What follows belongs to an exercise in optimizing a design on an open flow for small area, a short achievable clock period and few clock cycles per item; a production flow would make more cautious choices. Where RTL was checked, it was by simulation tests only, not by an equivalence proof against the original. Power is estimated from default activity; no workload was simulated.

Setup of red:
## mult_stage
module mult_stage
(
  input  logic                            i_clk,
  input  logic                            i_rst,
  input  logic                            FS_rdy,
  output logic                            FS_ack,
  input  logic [32:0]                     i_ctl,
  input  logic [PEROW*DWD-1:0]            i_input,
  input  logic [PEROW*DWD-1:0]            i_weight,
  input  logic [PEROW*PSUMDWD-1:0]        i_psum,
  output logic                            MS_rdy,
  input  logic                            MS_ack,
  output logic [PEROW*PSUMDWD-1:0]        o_prod,
  output logic [PEROW*PSUMDWD-1:0]        o_psum,
  output logic [7:0]                      o_ctl
);
  mult_stage_pkg::ms_ctl_t ctl;
  assign ctl = i_ctl;
  function automatic [3:0] numt_oh(input [NTW-1:0] n);
    case (n)
      3'd0, 3'd1: numt_oh = 4'b0001;
      3'd2:       numt_oh = 4'b0010;
      3'd3:       numt_oh = 4'b0100;
      default:    numt_oh = 4'b1000;
    endcase
  endfunction
  logic full, is_mul, is_x;
  logic [3:0] sa, wen;
  logic [DWD-1:0] mx, nmx;
  logic [PEROW*PSUMDWD-1:0] cs_s, cs_c, s_q, c_q;
  assign MS_rdy = full;
  assign FS_ack = FS_rdy && (!full || MS_ack);
  assign is_x   = ctl.mode == XNOR;
  assign is_mul = (ctl.mode != XNOR) && (ctl.mode <= P4);
  ...
export LEC_CHECK = 0
export CAP_MARGIN = 20
export CORE_MARGIN = 2
export CORE_UTILIZATION = 40
export SETUP_SLACK_MARGIN = 4.5
export SLEW_MARGIN = 20
export SYNTH_HIERARCHICAL = 1
create_clock -name core_clock -period 10.0 [get_ports {i_clk}]
standard.sh (not shown) runs the stock make flow with config.mk's settings and CLKGATE_MAP_FILE= SYNTH_SCRIPT=/design/flow/synth_recipe.tcl, a recipe that flattens the netlist after the stock synthesis.
==> flow/flow/run.sh <==
#!/bin/bash
# The standard layout, with every port buffered by a minimum-size buffer
# (sky130_fd_sc_hd__buf_1) instead of the delay cell buffer_ports picks by itself.
set -euo pipefail
bash standard.sh "BUFFER_PORTS_ARGS=-buffer_cell sky130_fd_sc_hd__buf_1" finish > standard_make.log 2>&1
red finished all stages; the layout is clean.
Testbench counts of red, summed over its fixed seeds: cycles 3,208, items 3,200.
### red -> blue
Settings: removing SYNTH_HIERARCHICAL (formerly 1); setting CTS_BUF_LIST to sky130_fd_sc_hd__clkbuf_4 sky130_fd_sc_hd__clkbuf_8 for the first time; changing CORE_UTILIZATION from 40 to 55.
==> comparison <==
Sort red and blue by layout-stage area growth over the synthesis result, descending, and blue comes first. [blue vs red] critical path depth: lower in blue. Of red and blue, red shows the higher die area, with blue below it. blue completed every stage of the flow, and the final layout passed the timing, DRC and antenna checks. The estimated power of blue ends up higher than the estimate for red. On blue: total power per unit cell area is 4.9% higher than what red gave.
The inputs of green differ from those of blue as listed below.
Settings: a change of CORE_UTILIZATION from 55 to 40; a deleted SETUP_SLACK_MARGIN that had been 4.5; a deleted CTS_BUF_LIST that had been sky130_fd_sc_hd__clkbuf_4 sky130_fd_sc_hd__clkbuf_8.
==> comparison <==
- Diff blue and green: growth of design area from synthesis to finish higher in blue
- green vs blue: die extent in y up in green
- Relative slew slack (lower): green
- Number of standard cells in the final layout excluding fillers ends up higher on green.
- In green, final routed wirelength across all metal layers is higher than in blue.
- green has post-layout minimum cycle time above what blue had.
- Summary of the comparison: aggregate global-route resource usage is lower in green, relative to blue.
- Power: green draws less than blue
- Summary of green over blue: share of the clock period used by the worst path after layout now sits higher; minimum setup slack after placement now sits higher.
Edits applied to the flow inputs when going from green to orange:
Settings: setting SETUP_SLACK_MARGIN to 5.0 for the first time.
### Flow results
- Compared with green, in orange weighted congestion at the end of routability-driven global placement now sits lower, non-clock buffer count went up, critical path data required time went down.
### orange -> purple
Settings: SETUP_SLACK_MARGIN no longer set, was 5.0; SYNTH_HIERARCHICAL now 1, previously not set.
[summary]
- purple — number of setup buffers added after CTS 199 lower, orange as reference
- Diff orange -> purple: die outline area saw an increase, number of resized instances in the post-cts repair step decreased by 836 relative to the old numbers, minimum clock period increased 1.37 ns, clock share of power shows an increase of 3.9 points.


## alpha
mult_stage, a different RTL version from the one above (not shown whole).
For scale: roughly 4100 cells after synthesis, roughly 390 flip-flops, ~42000 um^2 of cells after synthesis.
export LEC_CHECK = 0
export CAP_MARGIN = 20
export CORE_MARGIN = 2
export CORE_UTILIZATION = 40
export SETUP_SLACK_MARGIN = 4.8
export SLEW_MARGIN = 20
export TNS_END_PERCENT = 20
create_clock -name core_clock -period 10.0 [get_ports {i_clk}]
Scripts as last shown in full above: flow/flow/run.sh
Testbench counts of alpha, summed over its fixed seeds: cycles 3,208, items 3,200.
#### Input delta (beta over alpha)
- CAP_MARGIN now 5, was 20
- SETUP_SLACK_MARGIN now 4.5, was 4.8
- SLEW_MARGIN now 5, was 20
--- outcome ---
- No stage failed in beta, and the final checks on the layout all came back clean.
- Diff beta..alpha | initial core utilization | unchanged
- alpha -> beta: combined area of all synthesized cells delta 0, exact match
- beta against alpha: routed metal-1 wirelength -0.38%; share of total power in combinational logic now sits lower; cell area after layout -about 3.7%.
- Proportion of cell area spent on the clock network is lower on alpha
Setup changes, beta to gamma
- swapping 5 for 20 in SLEW_MARGIN
- swapping 5 for 20 in CAP_MARGIN
- putting PLACE_DENSITY at 0.7 where nothing was set
Results
Taking beta as the reference, in gamma maximum clock frequency shows no meaningful change; share of total power in sequential cells shows an increase of 0.2 points; number of antenna repair diodes shows an increase of 6. The last element of the critical path comes out o_prod[90] in one run and c_q[114]$_DFFE_PP_ in the other, namely in beta and gamma respectively. gamma reached the final stage; the timing, DRC and antenna checks on its layout passed.
diff inputs: gamma => delta
- clearing PLACE_DENSITY, which used to be 0.7
- swapping 20 for 0 in TNS_END_PERCENT
Results
delta: all stages complete, timing, DRC and antenna checks passed
delta vs gamma: post-route minimum period up in delta
Diff gamma -> delta | number of fill cells | up by a few percent
gamma → delta: area of all placed cells without fillers went down; biggest cell delay along the critical path rose 40 ps; via count of the first global-routing pass dropped 965; pin count of the biggest net entering global routing higher; number of gates given a new drive strength after cts went down by 61.
Higher fraction of met3 tracks used by global routing goes to gamma over delta.
On count of vias placed by the detailed router: between delta and gamma, it ends up lower for delta.
Going from gamma to delta, number of cells on the worst hold path level; data required time at the worst endpoint moved up.
The following lists how epsilon was set up differently from delta:
- swapping 0 for 20 in TNS_END_PERCENT
## What came out
Share of power burned in the clock network: higher on epsilon
epsilon ended with less max-slew headroom at the worst pin than delta.
Compared epsilon vs delta, and clock period minus final worst setup slack is down in epsilon.
Worst setup slack up 120 ps in epsilon wrt delta
Total negative slack for setup checks across delta and epsilon: no real change.
Diff delta and epsilon: global-route total usage across every layer lower in delta


mult_stage, a different RTL version from the one above (not shown whole).
Size in the first run: roughly 380 flip-flops, about 560 I/O pins, roughly 41000 sq um of cells after synthesis.
clock: 10.0 ns
lec_check: 0
abc_clock_period_in_ps: 4500
cap_margin: 20
core_margin: 2
core_utilization: 40
setup_slack_margin: 4.5
slew_margin: 20
tns_end_percent: 20
Scripts as last shown in full above: flow/flow/run.sh
The first run finished with timing, DRC and antenna clean.
Testbench counts at the start, summed over its fixed seeds: cycles 3,208, items 3,200.
Change:
ABC_CLOCK_PERIOD_IN_PS = unset   (was 4500)
CTS_BUF_LIST = sky130_fd_sc_hd__clkbuf_4 sky130_fd_sc_hd__clkbuf_8   (was unset)
Result: Utilization came out lower by 0.31 points; routed wire length barely changes; global-route usage barely changes.
Change:
CORE_UTILIZATION = 35   (was 40)
CTS_BUF_LIST = unset   (was sky130_fd_sc_hd__clkbuf_4 sky130_fd_sc_hd__clkbuf_8)
TNS_END_PERCENT = 10   (was 20)
=>
- critical path depth is unchanged
- setup slack gains 0.085 ns
- synthesized cell count is unchanged
- via count climbs by 0.46%
- fmax increases by 1.5%
- wire length rises by 2.7%
- non-clock buffer count is higher by 7
- clock power climbs by 17%
Change:
CORE_UTILIZATION = 40   (was 35)
SYNTH_HIERARCHICAL = 1   (was unset)
TNS_END_PERCENT = 20   (was 10)
Result:
- The new run passed the timing, DRC and antenna checks
- cell area grows by 4.3%
- total power shrinks by 0.43%
- first-iteration DRC count grows by 12%
- setup slack improves by 0.11 ns
- routed wire length shrinks by 4.1%


Another version of the RTL of mult_stage (not shown whole).
Size: roughly 4100 cells after synthesis, roughly 390 flip-flops, about 42000 µm² of cells after synthesis.
Design mult_stage, start of the top module:
module mult_stage
(
  input  logic                            i_clk,
  input  logic                            i_rst,
  input  logic                            FS_rdy,
  output logic                            FS_ack,
  input  logic [32:0]                     i_ctl,
  input  logic [PEROW*DWD-1:0]            i_input,
  input  logic [PEROW*DWD-1:0]            i_weight,
  input  logic [PEROW*PSUMDWD-1:0]        i_psum,
  output logic                            MS_rdy,
  input  logic                            MS_ack,
  output logic [PEROW*PSUMDWD-1:0]        o_prod,
  output logic [PEROW*PSUMDWD-1:0]        o_psum,
  output logic [7:0]                      o_ctl
);
==> flow/config.mk <==
export PLATFORM = sky130hd
export DESIGN_NAME = mult_stage
export DESIGN_NICKNAME = mult_stage
export VERILOG_FILES = /design/flow/design.v
export SDC_FILE = /design/flow/constraint.sdc
export NUM_CORES = 4
export LEC_CHECK = 0
export CAP_MARGIN = 20
export CORE_MARGIN = 2
export CORE_UTILIZATION = 40
export SETUP_SLACK_MARGIN = 4.5
export SLEW_MARGIN = 20
==> flow/constraint.sdc <==
create_clock -name core_clock -period 10.0 [get_ports {i_clk}]
set_input_delay 2.0000 -clock core_clock [delete_from_list [all_inputs] [get_ports {i_clk}]]
set_output_delay 2.0000 -clock core_clock [all_outputs]
set_load 0.01 [all_outputs]
Scripts as last shown in full above: flow/flow/run.sh
The baseline completed with no timing, DRC or antenna violations.
==> next run, changes <==
Settings changed: SETUP_SLACK_MARGIN 4.5 to 4.3.
Setup slack gets worse by 0.016 ns.
Combinational power went down by 7.8%.
Area after synthesis stays the same.
Non-clock buffer count went down by 56.
Clock power hardly moves.
Function was not checked in any run of this note: the RTL went through the layout flow alone.


mult_stage with an RTL version that a note above also has.
Size in the first run: roughly 4400 cells after synthesis, about 390 flip-flops, ~560 I/O pins.
==> flow/config.mk <==
export PLATFORM = sky130hd
export DESIGN_NAME = mult_stage
export DESIGN_NICKNAME = mult_stage
export VERILOG_FILES = /design/flow/design.v
export SDC_FILE = /design/flow/constraint.sdc
export NUM_CORES = 4
export LEC_CHECK = 0
export CAP_MARGIN = 20
export CORE_MARGIN = 2
export CORE_UTILIZATION = 40
export SETUP_SLACK_MARGIN = 4.5
export SLEW_MARGIN = 20
==> flow/constraint.sdc <==
create_clock -name core_clock -period 10.0 [get_ports {i_clk}]
set_input_delay 2.0000 -clock core_clock [delete_from_list [all_inputs] [get_ports {i_clk}]]
set_output_delay 2.0000 -clock core_clock [all_outputs]
set_load 0.01 [all_outputs]
Scripts as last shown in full above: flow/flow/run.sh
Testbench counts at the start, summed over its fixed seeds: cycles 3,208, items 3,200.
Rerun with:
CTS_BUF_LIST = sky130_fd_sc_hd__clkbuf_4 sky130_fd_sc_hd__clkbuf_8   (was not set)
Effect:
- The new run finished clean
- global-route usage stays flat
- clock-buffer cell count is higher by 32
- clock power is about the same

[afterwards: timing with drivers on the ports]
The results above use ideal ports. As a check the final layouts listed here were re-extracted and re-timed, cells and wires unchanged. Step 1: set_driving_cell puts a clkbuf_16 on i_clk and a buf_2 on each other input, an assumption about the parent block. Step 2 moves the port delays by t, midway between the first and last clock arrival at a register: inputs arrive t later, outputs are due t later. That takes back most of the time a late clock gives input paths. Slacks: no drivers / after step 1 / after step 2; pairs: no drivers / after step 1.
run	t (ns)	setup WS [ns]	worst hold slack (ns)	worst data-port slew with drivers (ns)	cell pins on the clock port's net
red	0.698	4.319 / 4.369 / 3.671	0.568 / 0.568 / 0.568	0.24	1
blue	0.732	4.286 / 4.215 / 3.733	0.573 / 0.573 / 0.573	0.24	1
green	0.689	3.208 / 3.252 / 2.564	0.564 / 0.564 / 0.564	0.20	1
orange	0.677	4.307 / 4.241 / 3.717	0.556 / 0.556 / 0.556	0.22	1
purple	0.695	2.938 / 2.984 / 2.289	0.568 / 0.568 / 0.568	0.22	1
alpha	0.698	4.352 / 4.292 / 3.836	0.590 / 0.590 / 0.590	0.20	1
beta	0.698	4.379 / 4.320 / 3.736	0.620 / 0.620 / 0.620	0.19	1
gamma	0.693	4.395 / 4.374 / 3.727	0.563 / 0.563 / 0.563	0.19	1
delta	0.693	4.233 / 4.266 / 3.579	0.572 / 0.572 / 0.572	0.22	1
epsilon	0.698	4.354 / 4.293 / 3.743	0.590 / 0.590 / 0.590	0.19	1
the first run of note 3	0.697	4.239 / 4.172 / 3.661	0.554 / 0.554 / 0.554	0.22	1
the second run of note 3	0.799	4.092 / 4.024 / 3.353	0.554 / 0.554 / 0.554	0.23	1
the third run of note 3	0.703	4.177 / 4.114 / 3.698	0.571 / 0.571 / 0.571	0.26	1
the fourth run of note 3	0.709	4.290 / 4.310 / 3.632	0.558 / 0.558 / 0.558	0.13	1
the first run of note 4	0.705	4.141 / 4.187 / 3.482	0.578 / 0.578 / 0.578	0.19	1
the second run of note 4	0.701	4.124 / 4.169 / 3.468	0.579 / 0.579 / 0.579	0.19	1
the first run of note 5	0.679	4.314 / 4.248 / 3.748	0.554 / 0.554 / 0.554	0.22	1
the second run of note 5	0.782	4.219 / 4.156 / 3.722	0.556 / 0.556 / 0.556	0.22	1
After both steps every run listed still meets setup and hold. The setup slack of the second run of note 3, which loses most, moves by -0.068 ns with the drivers and by -0.739 ns with both steps.
